This design comes from an exercise in tuning for small area, a short achievable clock period and few clock cycles per item on the open sky130 flow, not from production work.
The RTL was checked by simulation tests, not by an equivalence proof against the original design.
No activity file was given, so power comes from the tool's default toggle rates.

<file path="design.v">
package alcar_pkg;
	typedef enum logic [2:0] {
		OP_READ  = 3'd0,
		OP_WRITE = 3'd1,
		OP_TICK  = 3'd2,
		OP_FLUSH = 3'd3,
		OP_MREAD = 3'd4,
		OP_MLOAD = 3'd5
	} op_t;
	typedef enum logic [3:0] {
		ST_IDLE,
		ST_LOOK,
		ST_WB_RD,
		ST_WB_WR,
		ST_FILL_RD,
		ST_FILL_WR,
		ST_ACCESS,
		ST_ACC_DONE,
		ST_MREAD,
		ST_FLUSH_SEL,
		ST_CLEAR,
		ST_OUT
	} state_t;
endpackage
module alcar_ram #(
	parameter int WIDTH = 16,
	parameter int DEPTH = 128
) (
	input  logic                     clk,
	input  logic                     we,
	input  logic [$clog2(DEPTH)-1:0] waddr,
	input  logic [WIDTH-1:0]         wdata,
	input  logic [$clog2(DEPTH)-1:0] raddr,
	output logic [WIDTH-1:0]         rdata
);
	logic [WIDTH-1:0] mem [DEPTH];
	always_ff @(posedge clk) begin
		if (we)
			mem[waddr] <= wdata;
		rdata <= mem[raddr];
	end
endmodule
module assoc_line_cache_age_replace_unit #(
	parameter int LINES          = 5,
	parameter int WORDS_PER_LINE = 10,
	parameter int MEM_WORDS      = 128,
	parameter int WORD_BITS      = 16,
	parameter int AGE_BITS       = 16
) (
	input  logic                 clk,
	input  logic                 arst_n,
	input  logic                 in_valid,
	output logic                 in_ready,
	input  logic [2:0]           op,
	input  logic [6:0]           addr,
	input  logic [15:0]          wdata,
	output logic                 out_valid,
	input  logic                 out_ready,
	output logic [15:0]          rdata,
	output logic                 miss
);
	localparam int LB     = (LINES > 1) ? $clog2(LINES) : 1;
	localparam int OB     = $clog2(WORDS_PER_LINE);
	localparam int CDEPTH = LINES * WORDS_PER_LINE;
	localparam int CB     = $clog2(CDEPTH);
	localparam int MB     = $clog2(MEM_WORDS);
	localparam int ROWB   = 8;
	localparam int EB     = ((MB > CB) ? MB : CB) + 1;
	localparam logic [AGE_BITS-1:0] AGE_MAX = '1;
	alcar_pkg::state_t state_q, state_d;
	logic [2:0]          op_q;
	logic [6:0]          addr_q;
	logic [WORD_BITS-1:0] wdata_q;
	logic [ROWB-1:0]     row_q;
	logic [OB-1:0]       off_q;
	logic [LB-1:0]       line_q;
	logic [OB:0]         w_q;
	logic [EB-1:0]       clr_q;
	logic                miss_q;
	logic [15:0]         rdata_q;
	logic [ROWB-1:0]     tag_q   [LINES];
	logic                valid_q [LINES];
	logic                dirty_q [LINES];
	logic [AGE_BITS-1:0] age_q   [LINES];
	logic                 c_we, m_we;
	logic [CB-1:0]        c_waddr, c_raddr;
	logic [MB-1:0]        m_waddr, m_raddr;
	logic [WORD_BITS-1:0] c_wdata, m_wdata, c_rdata, m_rdata;
	alcar_ram #(.WIDTH(WORD_BITS), .DEPTH(CDEPTH)) u_lines (
		.clk(clk), .we(c_we), .waddr(c_waddr), .wdata(c_wdata),
		.raddr(c_raddr), .rdata(c_rdata));
	alcar_ram #(.WIDTH(WORD_BITS), .DEPTH(MEM_WORDS)) u_mem (
		.clk(clk), .we(m_we), .waddr(m_waddr), .wdata(m_wdata),
		.raddr(m_raddr), .rdata(m_rdata));
	logic [ROWB-1:0] in_row;
	logic [OB-1:0]   in_off;
	always_comb begin
		in_row = '0;
		for (int r = 1; r * WORDS_PER_LINE < 128; r++)
			if (32'(addr) >= r * WORDS_PER_LINE) in_row = ROWB'(r);
		in_off = OB'(32'(addr) - 32'(in_row) * WORDS_PER_LINE);
	end
	logic          hit;
	logic [LB-1:0] hit_line, vic_line, fl_line;
	logic          fl_any;
	always_comb begin
		logic found_inv;
		logic [AGE_BITS-1:0] best;
		hit = 1'b0;
		hit_line = '0;
		found_inv = 1'b0;
		vic_line = '0;
		best = age_q[0];
		fl_any = 1'b0;
		fl_line = '0;
		for (int k = 0; k < LINES; k++) begin
			if (!hit && valid_q[k] && tag_q[k] == row_q) begin
				hit = 1'b1;
				hit_line = LB'(k);
			end
			if (!fl_any && valid_q[k] && dirty_q[k]) begin
				fl_any = 1'b1;
				fl_line = LB'(k);
			end
		end
		for (int k = 0; k < LINES; k++)
			if (!found_inv && !valid_q[k]) begin
				found_inv = 1'b1;
				vic_line = LB'(k);
			end
		if (!found_inv)
			for (int k = 1; k < LINES; k++)
				if (age_q[k] > best) begin
					best = age_q[k];
					vic_line = LB'(k);
				end
	end
	logic [EB+ROWB-1:0] wb_addr, fill_addr;
	logic [CB+LB-1:0]   cline_addr, cacc_addr;
	assign wb_addr    = (EB+ROWB)'(tag_q[line_q]) * (EB+ROWB)'(WORDS_PER_LINE)
		+ (EB+ROWB)'(w_q);
	assign fill_addr  = (EB+ROWB)'(row_q) * (EB+ROWB)'(WORDS_PER_LINE)
		+ (EB+ROWB)'(w_q);
	assign cline_addr = (CB+LB)'(line_q) * (CB+LB)'(WORDS_PER_LINE) + (CB+LB)'(w_q);
	assign cacc_addr  = (CB+LB)'(line_q) * (CB+LB)'(WORDS_PER_LINE) + (CB+LB)'(off_q);
	logic wb_in, fill_in, addr_in;
	assign wb_in   = wb_addr < (EB+ROWB)'(MEM_WORDS);
	assign fill_in = fill_addr < (EB+ROWB)'(MEM_WORDS);
	assign addr_in = 32'(addr_q) < MEM_WORDS;
	logic last_w;
	assign last_w = w_q == (OB+1)'(WORDS_PER_LINE - 1);
	assign in_ready  = state_q == alcar_pkg::ST_IDLE;
	assign out_valid = state_q == alcar_pkg::ST_OUT;
	assign rdata     = rdata_q;
	assign miss      = miss_q;
	always_comb begin
		state_d = state_q;
		c_we = 1'b0;
		m_we = 1'b0;
		c_waddr = cline_addr[CB-1:0];
		c_raddr = cline_addr[CB-1:0];
		c_wdata = m_rdata;
		m_waddr = wb_addr[MB-1:0];
		m_raddr = fill_addr[MB-1:0];
		m_wdata = c_rdata;
		case (state_q)
			alcar_pkg::ST_CLEAR: begin
				c_we = 32'(clr_q) < CDEPTH;
				m_we = 1'b1;
				c_waddr = clr_q[CB-1:0];
				m_waddr = clr_q[MB-1:0];
				c_wdata = '0;
				m_wdata = '0;
				if (32'(clr_q) == MEM_WORDS - 1 || 32'(clr_q) == CDEPTH - 1)
					if (32'(clr_q) >= MEM_WORDS - 1 && 32'(clr_q) >= CDEPTH - 1)
						state_d = alcar_pkg::ST_IDLE;
			end
			alcar_pkg::ST_IDLE: if (in_valid) state_d = alcar_pkg::ST_LOOK;
			alcar_pkg::ST_LOOK: begin
				case (op_q)
					alcar_pkg::OP_READ, alcar_pkg::OP_WRITE:
						state_d = hit ? alcar_pkg::ST_ACCESS :
							(valid_q[vic_line] ? alcar_pkg::ST_WB_RD :
							alcar_pkg::ST_FILL_RD);
					alcar_pkg::OP_FLUSH:
						state_d = alcar_pkg::ST_FLUSH_SEL;
					alcar_pkg::OP_MREAD: begin
						m_raddr = MB'(addr_q);
						state_d = alcar_pkg::ST_MREAD;
					end
					alcar_pkg::OP_MLOAD: begin
						m_we = addr_in;
						m_waddr = MB'(addr_q);
						m_wdata = wdata_q;
						state_d = alcar_pkg::ST_OUT;
					end
					default: state_d = alcar_pkg::ST_OUT;
				endcase
			end
			alcar_pkg::ST_FLUSH_SEL:
				state_d = fl_any ? alcar_pkg::ST_WB_RD : alcar_pkg::ST_OUT;
			alcar_pkg::ST_WB_RD: state_d = alcar_pkg::ST_WB_WR;
			alcar_pkg::ST_WB_WR: begin
				m_we = wb_in;
				if (last_w)
					state_d = (op_q == alcar_pkg::OP_FLUSH) ? alcar_pkg::ST_FLUSH_SEL
						: alcar_pkg::ST_FILL_RD;
				else
					state_d = alcar_pkg::ST_WB_RD;
			end
			alcar_pkg::ST_FILL_RD: state_d = alcar_pkg::ST_FILL_WR;
			alcar_pkg::ST_FILL_WR: begin
				c_we = 1'b1;
				c_wdata = fill_in ? m_rdata : '0;
				state_d = last_w ? alcar_pkg::ST_ACCESS : alcar_pkg::ST_FILL_RD;
			end
			alcar_pkg::ST_ACCESS: begin
				c_raddr = cacc_addr[CB-1:0];
				c_waddr = cacc_addr[CB-1:0];
				c_wdata = wdata_q;
				c_we = op_q == alcar_pkg::OP_WRITE;
				state_d = alcar_pkg::ST_ACC_DONE;
			end
			alcar_pkg::ST_ACC_DONE: state_d = alcar_pkg::ST_OUT;
			alcar_pkg::ST_MREAD: state_d = alcar_pkg::ST_OUT;
			alcar_pkg::ST_OUT: if (out_ready) state_d = alcar_pkg::ST_IDLE;
			default: state_d = alcar_pkg::ST_IDLE;
		endcase
	end
	always_ff @(posedge clk or negedge arst_n) begin
		if (!arst_n) begin
			state_q <= alcar_pkg::ST_CLEAR;
			clr_q <= '0;
			w_q <= '0;
			miss_q <= 1'b0;
			for (int k = 0; k < LINES; k++) begin
				tag_q[k] <= '0;
				valid_q[k] <= 1'b0;
				dirty_q[k] <= 1'b0;
				age_q[k] <= '0;
			end
		end else begin
			state_q <= state_d;
			case (state_q)
				alcar_pkg::ST_CLEAR: clr_q <= clr_q + 1'b1;
				alcar_pkg::ST_IDLE: if (in_valid) begin
					op_q <= op;
					addr_q <= addr;
					wdata_q <= WORD_BITS'(wdata);
					row_q <= in_row;
					off_q <= in_off;
					miss_q <= 1'b0;
					rdata_q <= '0;
					w_q <= '0;
				end
				alcar_pkg::ST_LOOK: begin
					if (op_q == alcar_pkg::OP_TICK)
						for (int k = 0; k < LINES; k++)
							if (age_q[k] != AGE_MAX) age_q[k] <= age_q[k] + 1'b1;
					if (op_q == alcar_pkg::OP_READ || op_q == alcar_pkg::OP_WRITE) begin
						line_q <= hit ? hit_line : vic_line;
						miss_q <= !hit;
					end
				end
				alcar_pkg::ST_FLUSH_SEL: begin
					line_q <= fl_line;
					w_q <= '0;
				end
				alcar_pkg::ST_WB_WR: begin
					if (last_w) begin
						w_q <= '0;
						if (op_q == alcar_pkg::OP_FLUSH) dirty_q[line_q] <= 1'b0;
					end else
						w_q <= w_q + 1'b1;
				end
				alcar_pkg::ST_FILL_WR: begin
					if (last_w) begin
						w_q <= '0;
						tag_q[line_q] <= row_q;
						valid_q[line_q] <= 1'b1;
						dirty_q[line_q] <= 1'b0;
					end else
						w_q <= w_q + 1'b1;
				end
				alcar_pkg::ST_ACCESS: begin
					age_q[line_q] <= '0;
					if (op_q == alcar_pkg::OP_WRITE) dirty_q[line_q] <= 1'b1;
				end
				alcar_pkg::ST_ACC_DONE:
					if (op_q == alcar_pkg::OP_READ) rdata_q <= 16'(c_rdata);
				alcar_pkg::ST_MREAD:
					rdata_q <= addr_in ? 16'(m_rdata) : '0;
				default: ;
			endcase
		end
	end
endmodule
</file>
<file path="run.sh">
#!/bin/bash
# synth_recipe.tcl (not shown) runs the flow's synth.tcl, then flattens the netlist and writes it again
# the make line also repeats each setting of config.mk as NAME=value (left out here)
make -C /OpenROAD-flow-scripts/flow DESIGN_CONFIG=/design/flow/config.mk WORK_HOME=/design/flow/orfs CLKGATE_MAP_FILE= SYNTH_SCRIPT=/design/flow/synth_recipe.tcl finish
</file>
<file path="config.mk">
export PLATFORM = sky130hd
export DESIGN_NAME = assoc_line_cache_age_replace_unit
export DESIGN_NICKNAME = assoc_line_cache_age_replace_unit
export VERILOG_FILES = /design/flow/design.v
export SDC_FILE = /design/flow/constraint.sdc
export NUM_CORES = 4
export LEC_CHECK = 0
export CAP_MARGIN = 20
export CORE_MARGIN = 2
export CORE_UTILIZATION = 40
export SLEW_MARGIN = 20
</file>
<file path="constraint.sdc">
create_clock -name core_clock -period 10.0 [get_ports {clk}]
set_input_delay 2.0000 -clock core_clock [delete_from_list [all_inputs] [get_ports {clk}]]
set_output_delay 2.0000 -clock core_clock [all_outputs]
set_load 0.01 [all_outputs]
</file>
==> run notes <==
==> timing repair <==
action                     4_1_cts  5_1_grt
resized for setup                0        2
setup endpoints to repair        0        1
setup buffers                    0        0
==> sequential cells by signal, indices dropped and copies added, names as in the netlist, 6 cells and up <==
name	flops
u_mem.mem	2048
u_lines.mem	800
age_q	80
tag_q	20
rdata_q	16
u_lines.rdata	16
u_mem.rdata	16
wdata_q	16
clr_q	8
addr_q	6
==> layer usage <==
metal / track usage, % / up-vias / part of all wire (%) / routed length (um)
met5: 0 / - / 0.017 / 59
met4: 8.020 / 8 / 3.9 / 13360
met3: 3.167 / 606 / 7.6 / 26150
met2: 33.89 / 3338 / 47 / 162800
met1: 29.53 / 38830 / 41 / 143200
li1: - / 33040 / - / -
==> power by group <==
part | switching [mW] | internal, mW
registers | 0.296 | 16.7
clock network | 5.01 | 6.82
logic | 10.7 | 4.18
==> worst min path at each step <==
| stage | slack [ns] | startpoint | cells after the start | end |
|---|---|---|---|---|
| after floorplan | 0.46 | clr_q[7] | 1 | clr_q[7] |
| after global placement | 0.49 | clr_q[7] | 1 | clr_q[7] |
| after detailed placement | 0.50 | clr_q[7] | 1 | clr_q[7] |
| after CTS | 0.52 | clr_q[7] | 1 | clr_q[7] |
| after global routing | 0.54 | clr_q[7] | 1 | clr_q[7] |
| final | 0.52 | clr_q[7] | 1 | clr_q[7] |
==> cell type report <==
class	count	area, um^2	share of cell area (%)
Clock buffer	409	8623	6.066
Clock inverter	177	1814	1.276
Sequential cell	3060	90930	63.97
Antenna cell	10	25.02	0.01760
Tap cell	4140	5180	3.644
Timing Repair Buffer	359	3024	2.127
Inverter	72	270.3	0.1901
Multi-Input combinational cell	4734	32290	22.71
==> logic make-up (layout without fill, tap and decap cells) <==
group / count (synthesis) / after routing
compound gates: 1307 / 1307
xor+xnor: 98 / 98
fa+ha+maj: 105 / 105
buf+inv: 621 / 1017
flops: 3060 / 3060
mux: 624 / 624
other cells: 0 / 10
simple gates: 2600 / 2600
==> per-stage QoR <==
| stage | setup WS, ns | hold slack [ns] | cells |
|---|---|---|---|
| floorplan | 2.008 | 0.4555 | 8415 |
| global placement | 0.6847 | 0.4935 | 12360 |
| detailed placement | 0.6937 | 0.4983 | 12360 |
| CTS | 0.6728 | 0.5204 | 12950 |
| global route | 0.01565 | 0.5447 | 12950 |
| finish | 0.7075 | 0.5181 | 12960 |
==> layout by cell type, fill, tap and decap left out, types with 23 or more instances in the layout <==
master,instances
sky130_fd_sc_hd__a21oi_1,148
sky130_fd_sc_hd__o211ai_1,23
sky130_fd_sc_hd__a211oi_1,46
sky130_fd_sc_hd__nand2b_1,36
sky130_fd_sc_hd__nand4_1,111
sky130_fd_sc_hd__nor3_1,41
sky130_fd_sc_hd__nand2_1,958
sky130_fd_sc_hd__edfxtp_1,2900
sky130_fd_sc_hd__clkinv_2,53
sky130_fd_sc_hd__ha_1,98
sky130_fd_sc_hd__clkinv_1,61
sky130_fd_sc_hd__dfrtp_1,126
sky130_fd_sc_hd__mux2i_1,355
sky130_fd_sc_hd__clkdlybuf4s50_1,47
sky130_fd_sc_hd__mux4_2,193
sky130_fd_sc_hd__nand3_1,901
sky130_fd_sc_hd__xnor2_1,47
sky130_fd_sc_hd__o22ai_1,98
sky130_fd_sc_hd__xor2_1,51
sky130_fd_sc_hd__mux2_2,59
sky130_fd_sc_hd__nor2_1,315
sky130_fd_sc_hd__o2111ai_1,29
sky130_fd_sc_hd__a32o_1,36
sky130_fd_sc_hd__clkbuf_1,71
sky130_fd_sc_hd__dfxtp_1,32
sky130_fd_sc_hd__nand4b_1,45
sky130_fd_sc_hd__a32oi_1,124
sky130_fd_sc_hd__a21o_1,26
sky130_fd_sc_hd__inv_1,71
sky130_fd_sc_hd__o21ai_0,453
sky130_fd_sc_hd__a31oi_1,59
sky130_fd_sc_hd__or3_1,23
sky130_fd_sc_hd__buf_4,295
sky130_fd_sc_hd__and2_1,37
sky130_fd_sc_hd__clkbuf_16,329
sky130_fd_sc_hd__bufinv_16,26
==> run notes <==
- STA puts the critical path data arrival time at 9.93 ns.
- The mean instance size in the synthesized netlist is 14.87 um^2.
- The floorplan step defined a core boundary enclosing 311600 um^2.
- Of the total synthesized cell area, the portion taken by full adders, half adders and majority gates is 1.092%.
- The maximum fanout along the worst path is 26.
- The height of the die is 563.3 um.
- The CTS tree is yes.
- The slowest stage of the critical path belongs to the cell sky130_fd_sc_hd__a221oi_1.
- The summed instance area of the synthesized netlist is 125100 um^2.
- The DRC violation count after routing is 0.
- The final critical path takes up 92.93% of the cycle.
- The worst setup path is captured at a register.
- Counting every sink on the clock net gives 3060.
- The buffer type at the clock tree root is sky130_fd_sc_hd__clkbuf_16.
- The initial antenna violation count is 6.
- The count of maximum capacitance violations is 0.
- The xor and xnor fraction of the mapped netlist area is 0.6859%.
- The largest single stage delay on the critical path is 0.56 ns.
- The flow ran to the end and the layout has no timing, DRC or antenna violations.
- Derived from the worst setup path, the maximum achievable clock frequency is 107.6 MHz.
- By area the synthesized netlist is led by sky130_fd_sc_hd__edfxtp_1 (70%), sky130_fd_sc_hd__nand3_1 (3.6%), sky130_fd_sc_hd__mux4_2 (3.5%), sky130_fd_sc_hd__nand2_1 (2.9%), sky130_fd_sc_hd__mux2i_1 (2.9%).
- The compound-cell area share of the yosys netlist is 6.908%.
- The critical register-to-register path endpoint is line_q[2].
- The number of nets in the synthesized netlist is 8550.
- For this run, the post-layout net count is 8685.
- The number of hold buffers added after CTS was 0.
- The die outline width is 563.3 um.
- The post-layout utilization of the core is 45.61%.
- In this run the register-to-register setup slack is 0.71 ns.
- The cell area after layout is 142200 um^2.
- The H-tree generated during clock tree synthesis spans 5 levels.
- The slew of the pin with the lowest slew margin is 1.254 ns.
- The remaining antenna violation count after routing is 0.
- For the final routed database, the setup TNS stands at 0 ns.
- The fraction of synthesis flops using an asynchronous set or reset pin is 4.183%.
- In the final routed layout, each cell accounts on average for 26.66 um.
- Setup violations remaining at the end of the flow were counted as 0.
- The minimum clock period is 9.293 ns.
- STA puts the critical path data required time at 10.64 ns.
- The total global routing overflow is 0.
- Summing the sequential cell areas from Yosys gives 72.67% of the chip area.
- The final-report hold violation count is 0.
- For this design the ratio of total power to cell area is 307.7 nW/um^2.
- The kind of cell with the highest combined delay along the critical path is compound AO/OA/AOI/OAI gates.
- VDD sags by at most 0.0003236 V.
- The maximum clock path buffer count is 4.
- Once the floorplan was initialized, standard cells occupied 40.15% of the core.
- The first-pass detailed-route iteration total is 9.
- After the first detailed-routing iteration, the DRC count stood at 8967.
- The final weighted congestion in routability-driven placement is 0.8567.
- In this run the static leakage power is 47.71 nW.
- After filler insertion, the fill cell instance count of the layout stands at 26880.
- The critical path starts at age_q[0][11].
- Of the post-synthesis cell area, the dominant cell type holds 69.59%.
- Synthesis produced 8415 cells.
- The detailed-route vias per instance is 5.850.
- The startpoint of the lowest-slack register-to-register path is age_q[0][11].
- The global-route wire length before repair is 505200 um.
- The routed layout has 75820 vias.
- The worst reg-to-reg path cell count is 38.
- The number of buffers inserted during clock tree synthesis is 323.
- The critical path is of the reg2reg type.
- The worst setup path is launched from a register.
- Entering global routing, the biggest net connects 206 pins.
- The synthesized design contains 2900 enable-type register cells.
- The number of global-route vias before repair is 73940.
- The die covers 317300 um^2.
- The critical path crosses 38 cells after its start point.
- The simple-gate portion of the synthesized area is 9.668%.
- The most frequent cell after synthesis is sky130_fd_sc_hd__edfxtp_1.
- Together, buffers and inverters on the worst path number 6.
- Buffers placed on the I/O ports in this run total 48.
- The total routed wirelength is 345600 um.
- The largest area contributor in the netlist is sky130_fd_sc_hd__edfxtp_1.
- The setup clock skew after layout is 0.07005 ns.
- The dominant synthesized flop cell is sky130_fd_sc_hd__edfxtp_1.
- The count of final max-slew check failures came to 0.
- Headroom to the max-slew limit came out at 16.20%.
- The top-level I/O count is 49.
- Clock-pin slew was measured on the worst setup and hold paths at 0.06 ns.
- By area, the combinational part of the netlist is dominated by simple AND/OR/NAND/NOR gates.
- The share of final-layout standard cells stronger than drive strength 1 is 12.78%.
- The commonest cells after synthesis are sky130_fd_sc_hd__edfxtp_1 (2900), sky130_fd_sc_hd__nand2_1 (960), sky130_fd_sc_hd__nand3_1 (903).
- The most critical setup path has its endpoint at line_q[2].
- The synthesis-to-layout area growth is 13.61%.
- Power comes to 43.74 mW.
- The cell area after placement is 131600 um^2.
- The combined global-route utilization of all metal layers is 21.26%.
- In this run, synthesis produced a sequential element count of 3060.
- In this run the worst hold path is classified as reg2reg.
- The yosys synthesis warning count is 7.
- Summed over all nets, the half-perimeter wirelength after detailed placement is 197300 um.
- Multiplexer cells account for 6.994% of the synthesized area.
- The worst-skew pair later-pin latency is 0.93 ns.
- Setup repair after global routing left no endpoint under its margin.
- The post-synthesis cell type count is 93.
- The total number of placement rows is 205.
Testbench counts, summed over its fixed seeds: cycles 193,655, items 12,000.

## static timing again, ports no longer ideal
No port has a modelled driver above. Below, the same layout with a new extraction and two added sets of constraints.
Step 1: set_driving_cell puts a clkbuf_16 on clk and a buf_2 on each other input, an assumption about the parent block.
Step 2 also shifts input and output timing later by t, the mid clock arrival at the registers, as if the neighbouring blocks saw the same clock.
Slacks: no drivers / after step 1 / after step 2; pairs: no drivers / after step 1.
shift t [ns]: 0.994
setup slack, ns: 0.707 / 0.707 / 0.707
hold slack, ns: 0.518 / 0.518 / 0.518
worst setup path at the end: register to register
After both steps setup and hold are still met in this run. The setup slack of this run moves by 0.000 ns with the drivers and by 0.000 ns with both steps.
